This is an optimization exercise on Yosys and OpenROAD, whose aim is small area, not a production implementation.
No functional check of the RTL was part of this run.
Power is estimated from default activity; no workload was simulated.

==> design.v <==
`timescale 1ns/100ps
package rob_pkg;
    localparam int ROB_DEPTH  = 16;
    localparam int ROB_IDX_W  = 4;
    localparam int ROB_PTR_W  = 5;
    localparam int ARCH_REG_W = 5;
    localparam int PHYS_REG_W = 6;
    localparam int XLEN       = 32;
    localparam int ORDER_W    = 64;
    typedef enum logic [6:0] {
        op_lui   = 7'b0110111,
        op_auipc = 7'b0010111,
        op_jal   = 7'b1101111,
        op_jalr  = 7'b1100111,
        op_br    = 7'b1100011,
        op_load  = 7'b0000011,
        op_store = 7'b0100011,
        op_imm   = 7'b0010011,
        op_reg   = 7'b0110011
    } rv_opcode_e;
    typedef struct packed {
        logic                  valid;
        logic                  done;
        logic [XLEN-1:0]       inst;
        logic [XLEN-1:0]       pc_rdata;
        logic [XLEN-1:0]       pc_wdata;
        logic [ARCH_REG_W-1:0] rd_addr;
        logic [ARCH_REG_W-1:0] rs1_addr;
        logic [ARCH_REG_W-1:0] rs2_addr;
        logic [PHYS_REG_W-1:0] pd;
        logic                  regf_we;
        logic [XLEN-1:0]       rd_wdata;
        logic                  redirect;
        logic [XLEN-1:0]       redirect_addr;
    } rob_entry_t;
endpackage
`timescale 1ns/100ps
import rob_pkg::*;
module rob_dispatch_decode (
    input  logic [rob_pkg::XLEN-1:0]       inst,
    input  logic [rob_pkg::XLEN-1:0]       pc_rdata,
    input  logic [rob_pkg::XLEN-1:0]       pc_wdata,
    input  logic [rob_pkg::ARCH_REG_W-1:0] rd_addr,
    input  logic [rob_pkg::ARCH_REG_W-1:0] rs1_addr,
    input  logic [rob_pkg::ARCH_REG_W-1:0] rs2_addr,
    input  logic [rob_pkg::PHYS_REG_W-1:0] pd,
    input  logic                           regf_we,
    output rob_pkg::rob_entry_t            entry
);
    logic [6:0] opcode;
    logic       no_rd;
    logic       no_rs1;
    logic       no_rs2;
    assign opcode = inst[6:0];
    always_comb begin
        no_rd  = 1'b0;
        no_rs1 = 1'b0;
        no_rs2 = 1'b0;
        case (opcode)
            op_store, op_br: no_rd = 1'b1;
            op_lui, op_auipc, op_jal: begin
                no_rs1 = 1'b1;
                no_rs2 = 1'b1;
            end
            op_imm, op_load, op_jalr: no_rs2 = 1'b1;
            default: ;
        endcase
    end
    always_comb begin
        entry               = '0;
        entry.valid         = 1'b1;
        entry.done          = 1'b0;
        entry.inst          = inst;
        entry.pc_rdata      = pc_rdata;
        entry.pc_wdata      = pc_wdata;
        entry.rd_addr       = no_rd  ? '0 : rd_addr;
        entry.rs1_addr      = no_rs1 ? '0 : rs1_addr;
        entry.rs2_addr      = no_rs2 ? '0 : rs2_addr;
        entry.pd            = pd;
        entry.regf_we       = regf_we;
        entry.rd_wdata      = '0;
        entry.redirect      = 1'b0;
        entry.redirect_addr = '0;
    end
endmodule
`timescale 1ns/100ps
import rob_pkg::*;
module rob_ptr_ctrl (
    input  logic    clk,
    input  logic    rst,
    input  logic    dispatch_valid,
    output logic    dispatch_ready,
    input  logic    retire,
    input  logic    flush,
    output logic    alloc,
    output logic [rob_pkg::ROB_IDX_W-1:0] alloc_idx,
    output logic [rob_pkg::ROB_IDX_W-1:0] head_idx
);
    logic [ROB_PTR_W-1:0] head;
    logic [ROB_PTR_W-1:0] tail;
    logic [ROB_PTR_W-1:0] head_next;
    logic [ROB_PTR_W-1:0] occupancy;
    logic                 full;
    assign full = (head[ROB_IDX_W-1:0] == tail[ROB_IDX_W-1:0])
               && (head[ROB_IDX_W] != tail[ROB_IDX_W]);
    assign dispatch_ready = !full && !flush;
    assign alloc     = dispatch_valid && dispatch_ready;
    assign alloc_idx = tail[ROB_IDX_W-1:0];
    assign head_idx  = head[ROB_IDX_W-1:0];
    assign head_next = head + ROB_PTR_W'(retire);
    assign occupancy = tail - head;
    always_ff @(posedge clk) begin
        if (rst) begin
            head <= '0;
            tail <= '0;
        end else begin
            head <= head_next;
            if (flush) begin
                tail <= head_next;
            end else if (alloc) begin
                tail <= tail + 1'b1;
            end
        end
    end
endmodule
`timescale 1ns/100ps
import rob_pkg::*;
module rob_entry_store (
    input  logic                clk,
    input  logic                rst,
    input  rob_pkg::rob_entry_t new_entry,
    input  logic                alu_valid,
    input  logic [rob_pkg::ROB_IDX_W-1:0] alu_idx,
    input  logic [rob_pkg::XLEN-1:0]      alu_rd_wdata,
    input  logic                alu_br_taken,
    input  logic [rob_pkg::XLEN-1:0]      alu_br_target,
    input  logic                mem_valid,
    input  logic [rob_pkg::ROB_IDX_W-1:0] mem_idx,
    input  logic [rob_pkg::XLEN-1:0]      mem_rd_wdata,
    input  logic                mem_br_taken,
    input  logic [rob_pkg::XLEN-1:0]      mem_br_target,
    input  logic                br_valid,
    input  logic [rob_pkg::ROB_IDX_W-1:0] br_idx,
    input  logic [rob_pkg::XLEN-1:0]      br_rd_wdata,
    input  logic                br_br_taken,
    input  logic [rob_pkg::XLEN-1:0]      br_br_target,
    input  logic                alloc,
    input  logic [rob_pkg::ROB_IDX_W-1:0] alloc_idx,
    input  logic [rob_pkg::ROB_IDX_W-1:0] head_idx,
    input  logic                retire,
    input  logic                flush,
    output rob_pkg::rob_entry_t head_entry
);
    localparam int ENTRY_W = 4 + 5*XLEN + 3*ARCH_REG_W + PHYS_REG_W;
    logic [ROB_DEPTH-1:0][ENTRY_W-1:0] entries;
    function automatic rob_pkg::rob_entry_t complete(
        input rob_pkg::rob_entry_t      e,
        input logic [XLEN-1:0] wdata,
        input logic            taken,
        input logic [XLEN-1:0] target
    );
        rob_pkg::rob_entry_t r;
        r               = e;
        r.done          = 1'b1;
        r.rd_wdata      = wdata;
        r.redirect      = taken;
        r.redirect_addr = target;
        if (taken) begin
            r.pc_wdata = target;
        end
        complete = r;
    endfunction
    always_ff @(posedge clk) begin
        if (rst) begin
            for (int i = 0; i < ROB_DEPTH; i++) begin
                entries[i][ENTRY_W-1] <= 1'b0;
            end
        end else begin
            for (int i = 0; i < ROB_DEPTH; i++) begin
                if (alloc && alloc_idx == ROB_IDX_W'(i)) begin
                    entries[i] <= new_entry;
                end
                if (alu_valid && alu_idx == ROB_IDX_W'(i)) begin
                    entries[i] <= complete(entries[i], alu_rd_wdata,
                                           alu_br_taken, alu_br_target);
                end
                if (mem_valid && mem_idx == ROB_IDX_W'(i)) begin
                    entries[i] <= complete(entries[i], mem_rd_wdata,
                                           mem_br_taken, mem_br_target);
                end
                if (br_valid && br_idx == ROB_IDX_W'(i)) begin
                    entries[i] <= complete(entries[i], br_rd_wdata,
                                           br_br_taken, br_br_target);
                end
                if (flush) begin
                    entries[i][ENTRY_W-1] <= 1'b0;
                end else if (retire && head_idx == ROB_IDX_W'(i)) begin
                    entries[i][ENTRY_W-1] <= 1'b0;
                end
            end
        end
    end
    assign head_entry = entries[head_idx];
endmodule
`timescale 1ns/100ps
import rob_pkg::*;
module rob_commit (
    input  logic                           clk,
    input  logic                           rst,
    input  rob_pkg::rob_entry_t            head_entry,
    output logic                           retire,
    output logic                           flush,
    output logic                           commit_valid,
    output logic [rob_pkg::ORDER_W-1:0]    commit_order,
    output logic [rob_pkg::XLEN-1:0]       commit_inst,
    output logic [rob_pkg::XLEN-1:0]       commit_pc_rdata,
    output logic [rob_pkg::XLEN-1:0]       commit_pc_wdata,
    output logic [rob_pkg::ARCH_REG_W-1:0] commit_rd_addr,
    output logic [rob_pkg::ARCH_REG_W-1:0] commit_rs1_addr,
    output logic [rob_pkg::ARCH_REG_W-1:0] commit_rs2_addr,
    output logic [rob_pkg::PHYS_REG_W-1:0] commit_pd,
    output logic                           commit_regf_we,
    output logic [rob_pkg::XLEN-1:0]       commit_rd_wdata,
    output logic                           redirect_valid,
    output logic [rob_pkg::XLEN-1:0]       redirect_addr
);
    logic [ORDER_W-1:0] order_q;
    assign retire = head_entry.valid && head_entry.done;
    assign flush  = retire && head_entry.redirect;
    assign commit_valid    = retire;
    assign commit_order    = order_q;
    assign commit_inst     = head_entry.inst;
    assign commit_pc_rdata = head_entry.pc_rdata;
    assign commit_pc_wdata = head_entry.pc_wdata;
    assign commit_rd_addr  = head_entry.rd_addr;
    assign commit_rs1_addr = head_entry.rs1_addr;
    assign commit_rs2_addr = head_entry.rs2_addr;
    assign commit_pd       = head_entry.pd;
    assign commit_regf_we  = head_entry.regf_we;
    assign commit_rd_wdata = head_entry.rd_wdata;
    assign redirect_valid = flush;
    assign redirect_addr  = head_entry.redirect_addr;
    always_ff @(posedge clk) begin
        if (rst) begin
            order_q <= '0;
        end else if (retire) begin
            order_q <= order_q + 1'b1;
        end
    end
endmodule
`timescale 1ns/100ps
import rob_pkg::*;
module rob_top (
    input  logic                           clk,
    input  logic                           rst,
    input  logic                           dispatch_valid,
    input  logic [rob_pkg::XLEN-1:0]       dispatch_inst,
    input  logic [rob_pkg::XLEN-1:0]       dispatch_pc_rdata,
    input  logic [rob_pkg::XLEN-1:0]       dispatch_pc_wdata,
    input  logic [rob_pkg::ARCH_REG_W-1:0] dispatch_rd_addr,
    input  logic [rob_pkg::ARCH_REG_W-1:0] dispatch_rs1_addr,
    input  logic [rob_pkg::ARCH_REG_W-1:0] dispatch_rs2_addr,
    input  logic [rob_pkg::PHYS_REG_W-1:0] dispatch_pd,
    input  logic                           dispatch_regf_we,
    output logic                           dispatch_ready,
    output logic [rob_pkg::ROB_IDX_W-1:0]  dispatch_idx,
    input  logic                           alu_valid,
    input  logic [rob_pkg::ROB_IDX_W-1:0]  alu_idx,
    input  logic [rob_pkg::XLEN-1:0]       alu_rd_wdata,
    input  logic                           mem_valid,
    input  logic [rob_pkg::ROB_IDX_W-1:0]  mem_idx,
    input  logic [rob_pkg::XLEN-1:0]       mem_rd_wdata,
    input  logic                           br_valid,
    input  logic [rob_pkg::ROB_IDX_W-1:0]  br_idx,
    input  logic [rob_pkg::XLEN-1:0]       br_rd_wdata,
    input  logic                           br_taken,
    input  logic [rob_pkg::XLEN-1:0]       br_target,
    output logic                           commit_valid,
    output logic [rob_pkg::ORDER_W-1:0]    commit_order,
    output logic [rob_pkg::XLEN-1:0]       commit_inst,
    output logic [rob_pkg::XLEN-1:0]       commit_pc_rdata,
    output logic [rob_pkg::XLEN-1:0]       commit_pc_wdata,
    output logic [rob_pkg::ARCH_REG_W-1:0] commit_rd_addr,
    output logic [rob_pkg::ARCH_REG_W-1:0] commit_rs1_addr,
    output logic [rob_pkg::ARCH_REG_W-1:0] commit_rs2_addr,
    output logic [rob_pkg::PHYS_REG_W-1:0] commit_pd,
    output logic                           commit_regf_we,
    output logic [rob_pkg::XLEN-1:0]       commit_rd_wdata,
    output logic                           redirect_valid,
    output logic [rob_pkg::XLEN-1:0]       redirect_addr
);
    rob_pkg::rob_entry_t new_entry;
    rob_pkg::rob_entry_t head_entry;
    logic                 alloc;
    logic [ROB_IDX_W-1:0] alloc_idx;
    logic [ROB_IDX_W-1:0] head_idx;
    logic                 retire;
    logic                 flush;
    assign dispatch_idx = alloc_idx;
    rob_dispatch_decode u_decode (
        .inst     (dispatch_inst),
        .pc_rdata (dispatch_pc_rdata),
        .pc_wdata (dispatch_pc_wdata),
        .rd_addr  (dispatch_rd_addr),
        .rs1_addr (dispatch_rs1_addr),
        .rs2_addr (dispatch_rs2_addr),
        .pd       (dispatch_pd),
        .regf_we  (dispatch_regf_we),
        .entry    (new_entry)
    );
    rob_ptr_ctrl u_ptr_ctrl (
        .clk            (clk),
        .rst            (rst),
        .dispatch_valid (dispatch_valid),
        .dispatch_ready (dispatch_ready),
        .retire         (retire),
        .flush          (flush),
        .alloc          (alloc),
        .alloc_idx      (alloc_idx),
        .head_idx       (head_idx)
    );
    rob_entry_store u_entry_store (
        .clk        (clk),
        .rst        (rst),
        .new_entry  (new_entry),
        .alu_valid     (alu_valid),
        .alu_idx       (alu_idx),
        .alu_rd_wdata  (alu_rd_wdata),
        .alu_br_taken  (1'b0),
        .alu_br_target ('0),
        .mem_valid     (mem_valid),
        .mem_idx       (mem_idx),
        .mem_rd_wdata  (mem_rd_wdata),
        .mem_br_taken  (1'b0),
        .mem_br_target ('0),
        .br_valid      (br_valid),
        .br_idx        (br_idx),
        .br_rd_wdata   (br_rd_wdata),
        .br_br_taken   (br_taken),
        .br_br_target  (br_target),
        .alloc         (alloc),
        .alloc_idx     (alloc_idx),
        .head_idx      (head_idx),
        .retire        (retire),
        .flush         (flush),
        .head_entry (head_entry)
    );
    rob_commit u_commit (
        .clk             (clk),
        .rst             (rst),
        .head_entry      (head_entry),
        .retire          (retire),
        .flush           (flush),
        .commit_valid    (commit_valid),
        .commit_order    (commit_order),
        .commit_inst     (commit_inst),
        .commit_pc_rdata (commit_pc_rdata),
        .commit_pc_wdata (commit_pc_wdata),
        .commit_rd_addr  (commit_rd_addr),
        .commit_rs1_addr (commit_rs1_addr),
        .commit_rs2_addr (commit_rs2_addr),
        .commit_pd       (commit_pd),
        .commit_regf_we  (commit_regf_we),
        .commit_rd_wdata (commit_rd_wdata),
        .redirect_valid  (redirect_valid),
        .redirect_addr   (redirect_addr)
    );
endmodule
==> run.sh <==
#!/bin/bash
# synth_recipe.tcl (not shown) runs the flow's synth.tcl, then flattens the netlist and writes it again
# the make line also repeats each setting of config.mk as NAME=value (left out here)
make -C /OpenROAD-flow-scripts/flow DESIGN_CONFIG=/design/flow/config.mk WORK_HOME=/design/flow/orfs CLKGATE_MAP_FILE= SYNTH_SCRIPT=/design/flow/synth_recipe.tcl finish
==> config.mk <==
export PLATFORM = sky130hd
export DESIGN_NAME = rob_top
export DESIGN_NICKNAME = rob_top
export VERILOG_FILES = /design/flow/design.v
export SDC_FILE = /design/flow/constraint.sdc
export NUM_CORES = 8
export LEC_CHECK = 0
export CAP_MARGIN = 20
export CORE_MARGIN = 2
export CORE_UTILIZATION = 40
export PLACE_DENSITY = 0.6
export SLEW_MARGIN = 20
==> constraint.sdc <==
create_clock -name core_clock -period 7.0 [get_ports {clk}]
set_input_delay 1.4000 -clock core_clock [delete_from_list [all_inputs] [get_ports {clk}]]
set_output_delay 1.4000 -clock core_clock [all_outputs]
set_load 0.01 [all_outputs]
==> run notes <==
## layout make-up
cell class | instances | share of cell area (%)
Antenna cell | 36 | 0.05812
Clock inverter | 193 | 1.366
Clock buffer | 399 | 5.630
Timing Repair Buffer | 758 | 4.812
Multi-Input combinational cell | 3332 | 25.18
Inverter | 507 | 1.228
Tap cell | 4366 | 3.524
Sequential cell | 3034 | 58.20
## worst max-delay path: cells and delay by family (launching register included)
kind	cells	cell delay, ps
buf+inv	3	1650
simple gates	1	50
compound gates	2	870
flops	1	690
mux	2	580
## sequential cells by signal (all words and copies together), names as in the netlist
register	flops
u_commit.order_q	64
u_entry_store.entries	2960
u_ptr_ctrl.head	5
u_ptr_ctrl.tail	5
## logic make-up after synthesis
kind of cell,after synthesis
AO/OA/AOI/OAI,1276
buffers and inverters,1234
adder cells (fa/ha/maj),7
flip-flops,3034
multiplexers,932
AND/OR/NAND/NOR,1104
XOR/XNOR,13
## worst min-delay path by stage
stage | start | end | slack [ps]
2_1_floorplan | u_entry_store.entries[739]$_SDFFE_PP0P_ | u_entry_store.entries[739]$_SDFFE_PP0P_ | 450
3_3_place_gp | u_commit.order_q[63]$_SDFFE_PP0P_ | u_commit.order_q[63]$_SDFFE_PP0P_ | 470
3_5_place_dp | u_commit.order_q[63]$_SDFFE_PP0P_ | u_commit.order_q[63]$_SDFFE_PP0P_ | 480
4_1_cts | u_entry_store.entries[2219]$_SDFFE_PP0P_ | u_entry_store.entries[2219]$_SDFFE_PP0P_ | 490
5_1_grt | u_entry_store.entries[739]$_SDFFE_PP0P_ | u_entry_store.entries[739]$_SDFFE_PP0P_ | 520
6_report | u_commit.order_q[63]$_SDFFE_PP0P_ | u_commit.order_q[63]$_SDFFE_PP0P_ | 490
## power by group through the flow
| stage | Clock (W) | Combinational, W | Sequential (W) |
|---|---|---|---|
| 5_1_grt | 0.0187 | 0.00929 | 0.0205 |
| 3_3_place_gp | 0 | 0.00884 | 0.0208 |
| 2_1_floorplan | 0 | 0.00547 | 0.0208 |
| 3_5_place_dp | 0 | 0.00888 | 0.0208 |
| 4_1_cts | 0.0180 | 0.00892 | 0.0204 |
| 6_report | 0.0178 | 0.00886 | 0.0204 |
## cell usage in the layout, fill, tap and decap left out, types with 68 or more instances in the layout
cell / synthesis / routed
dfxtp_1: 90 / 86
edfxtp_1: 2944 / 2944
clkdlybuf4s50_1: 0 / 516
clkinv_1: 0 / 68
o21bai_1: 384 / 384
mux4_2: 917 / 917
a222oi_1: 480 / 480
and2_1: 341 / 340
and3_1: 221 / 220
buf_4: 7 / 204
clkbuf_16: 0 / 338
a21o_1: 129 / 129
nand2_1: 210 / 210
inv_1: 506 / 506
## stage by stage
step,utilization [%],TNS (ps),instance area [um^2]
floorplan,-,-229130,133100
global placement,43.58,0,144000
detailed placement,43.58,0,144000
CTS,46.86,0,154900
global route,46.88,0,155000
finish,46.90,0,155000
## routing by layer
metal  up-vias  track usage, %  part of all wire, %
met3      1181           7.590                   13
met4        74           10.98                  4.5
met2      6058           41.28                   45
met5         -               0                 0.11
met1     42840           36.34                   37
li1      32100               -                    -
==> metrics.md <==
| Metric | Value |
|---|---|
| Run status | `complete, no violations` |
| Reg2reg end | `u_entry_store.entries[2138]$_DFFE_PP_` |
| Max Root-Sink Buffers | `4` |
| Setup Buffers After CTS | `0` |
| Register-to-register setup slack | `1690 ps` |
| Hold-critical path depth | `2` |
| Remaining DRCs | `0` |
| Cell taking the most area after synthesis | `edfxtp_1` |
| Yosys top cell area share | `66.47%` |
| Final setup fails | `0` |
| Post-synthesis instance area | `0.1330 mm^2` |
| Mapped Nets | `7872` |
| H-tree levels | `5` |
| Peak VDD IR | `0.2707 mV` |
| Worst-path maximum fanout | `28` |
| Layout cell share with drive strength beyond 1 | `21.87%` |
| Final hold vios | `0` |
| Post-CTS Resized | `0` |
| Initial antenna violation count | `90` |
| Fillers | `27660` |
| Initial DRC count | `16020` |
| DIE AREA | `0.3371 mm^2` |
| Async SR Flop Fraction | `0%` |
| Pwr Density | `303.8 mW/mm^2` |
| Largest net degree at the start of global routing | `146` |
| P_int | `0.03471 W` |
| Clock period minus final worst setup slack | `6294 ps` |
| Multi-input gate area | `0.03903 mm^2` |
| Setup crit start | `u_ptr_ctrl.head[1]$_SDFF_PP0_` |
| Sequential cell area fraction in the yosys report | `67.82%` |
| FF-to-FF Start | `u_ptr_ctrl.head[1]$_SDFF_PP0_` |
| CP cell instances | `buf_4 > mux4_2 > mux2i_1 > a21o_1 > buf_4 > nor2_4 > a21oi_1 > clkdlybuf4s50_1` |
| Synth unique cells | `80` |
| Synth-to-layout area growth | `16.55%` |
| Num CTS Buffers | `331` |
| Hold slack final | `488.7 ps` |
| Slew Limit Fails | `0` |
| IO Count | `518` |
| DIE WIDTH | `580.6 um` |
| XOR/XNOR Fraction of Synth Area | `0.08561%` |
| Syn. warnings | `4` |
| Skew final | `85.92 ps` |
| Worst Max-Slew Pin Slew | `1344 ps` |
| Wire per inst | `36.85 um` |
| CTS tree | `done` |
| Vias in the first global route | `82390` |
| Clock sink total | `3034` |
| CTS clock-pin slew for the worst setup and hold paths | `60 ps` |
| Startpoint Class | `flop` |
| Worst path arrival time | `4890 ps` |
| Number of port buffers | `517` |
| Pre-CTS setup slack | `1528 ps` |
| Via count | `82250` |
| Placer congestion estimate | `0.8687` |
| Hold-fix buffers, CTS | `0` |
| Clk latency of the worst-skew pair | `970 ps` |
| Switching share of power | `26.30%` |
| Grt ovf | `0` |
| Hpwl dp | `255600 um` |
| Crit. End Element | `primary output` |
| Pleak | `50.94 nW` |
| Simple-gate share of the synthesized area | `4.737%` |
| Largest family of logic cells by synthesized area | `multiplexers` |
| First-pass detailed-route iteration total | `17` |
| Finished Layout Cells | `12630` |
| Maximum Capacitance Violations | `0` |
| Final ANT Viol Nets | `0` |
| CTS root buffer | `clkbuf_16` |
| Max Clk Rate | `158.9 MHz` |
| Core ar. | `0.3305 mm^2` |
| Die Y | `580.6 um` |
| Tcrit/Tclk final | `89.91%` |
| Ys flop type | `edfxtp_1` |
| Cell total after placement | `12000` |
| End of the critical path | `dispatch_ready` |
| Hold Path Class | `reg -> reg` |
| Via-per-instance ratio | `6.515` |
| Cells after synthesis | `7600` |
| R2r worst-path depth | `11` |
| WL final | `465300 um` |
| CP max stage delay | `730 ps` |
| Critical path class | `reg -> out` |
| EDFF count, synth | `2944` |
| Total track usage | `26.97%` |
| Synth Area per Inst | `17.50 um^2` |
| Clock share of power | `37.8%` |
| Pwr Total | `0.04709 W` |
| Final nets | `8236` |
| Post-synthesis compound-gate area fraction | `7.976%` |
| P_sw | `0.01238 W` |
| Sequential Power Share | `43.4%` |
| Standard-cell rows | `211` |
| Adder-cell area share of the yosys netlist | `0.06585%` |
| Unrepaired setup endpoints after global routing | `false` |
| Top-count cell post-synth | `edfxtp_1` |
| CP max-delay cell | `clkdlybuf4s50_1` |
| Post-synthesis mux area share | `15.65%` |
| Most used cell along the critical path | `buf_4` |
| Starting Density | `40.24%` |
| #FFs+latches synth | `3034` |
| Seq. cell area | `0.09022 mm^2` |
| Setup ws final | `706.1 ps` |
| Worst EP required | `5600 ps` |
| First-pass GRT wire length | `643300 um` |
| Slew headroom | `10.42%` |
| Synth area leaders | `edfxtp_1, mux4_2, a222oi_1` |
| Top cells by count, synth | `edfxtp_1, mux4_2, clkbuf_1, inv_1, a222oi_1` |
| Comb pwr share | `18.8%` |

==> afterwards: timing with drivers on the ports <==
How much do the figures lean on ideal ports? The routed layout below was timed once more, with nothing changed but the port constraints.
Step 1 sets driving cells, clkbuf_16 on the clock port and buf_2 on the other inputs (assumed; they add their load-dependent delay and slew).
Step 2 also shifts input and output timing later by t, the mid clock arrival at the registers, as if the neighbouring blocks saw the same clock.
Three values: ideal ports, drivers, drivers and shift; two values: the first two.
t, ns: 1.027
slack for setup (ns): 0.706 / 0.613 / 1.325
hold slack, ns: 0.489 / 0.489 / 0.489
latest minus earliest clock arrival (ns): 0.091 / 0.091
After both steps this run still meets setup and hold. The setup slack of this run moves by -0.093 ns with the drivers and by +0.619 ns with both steps.
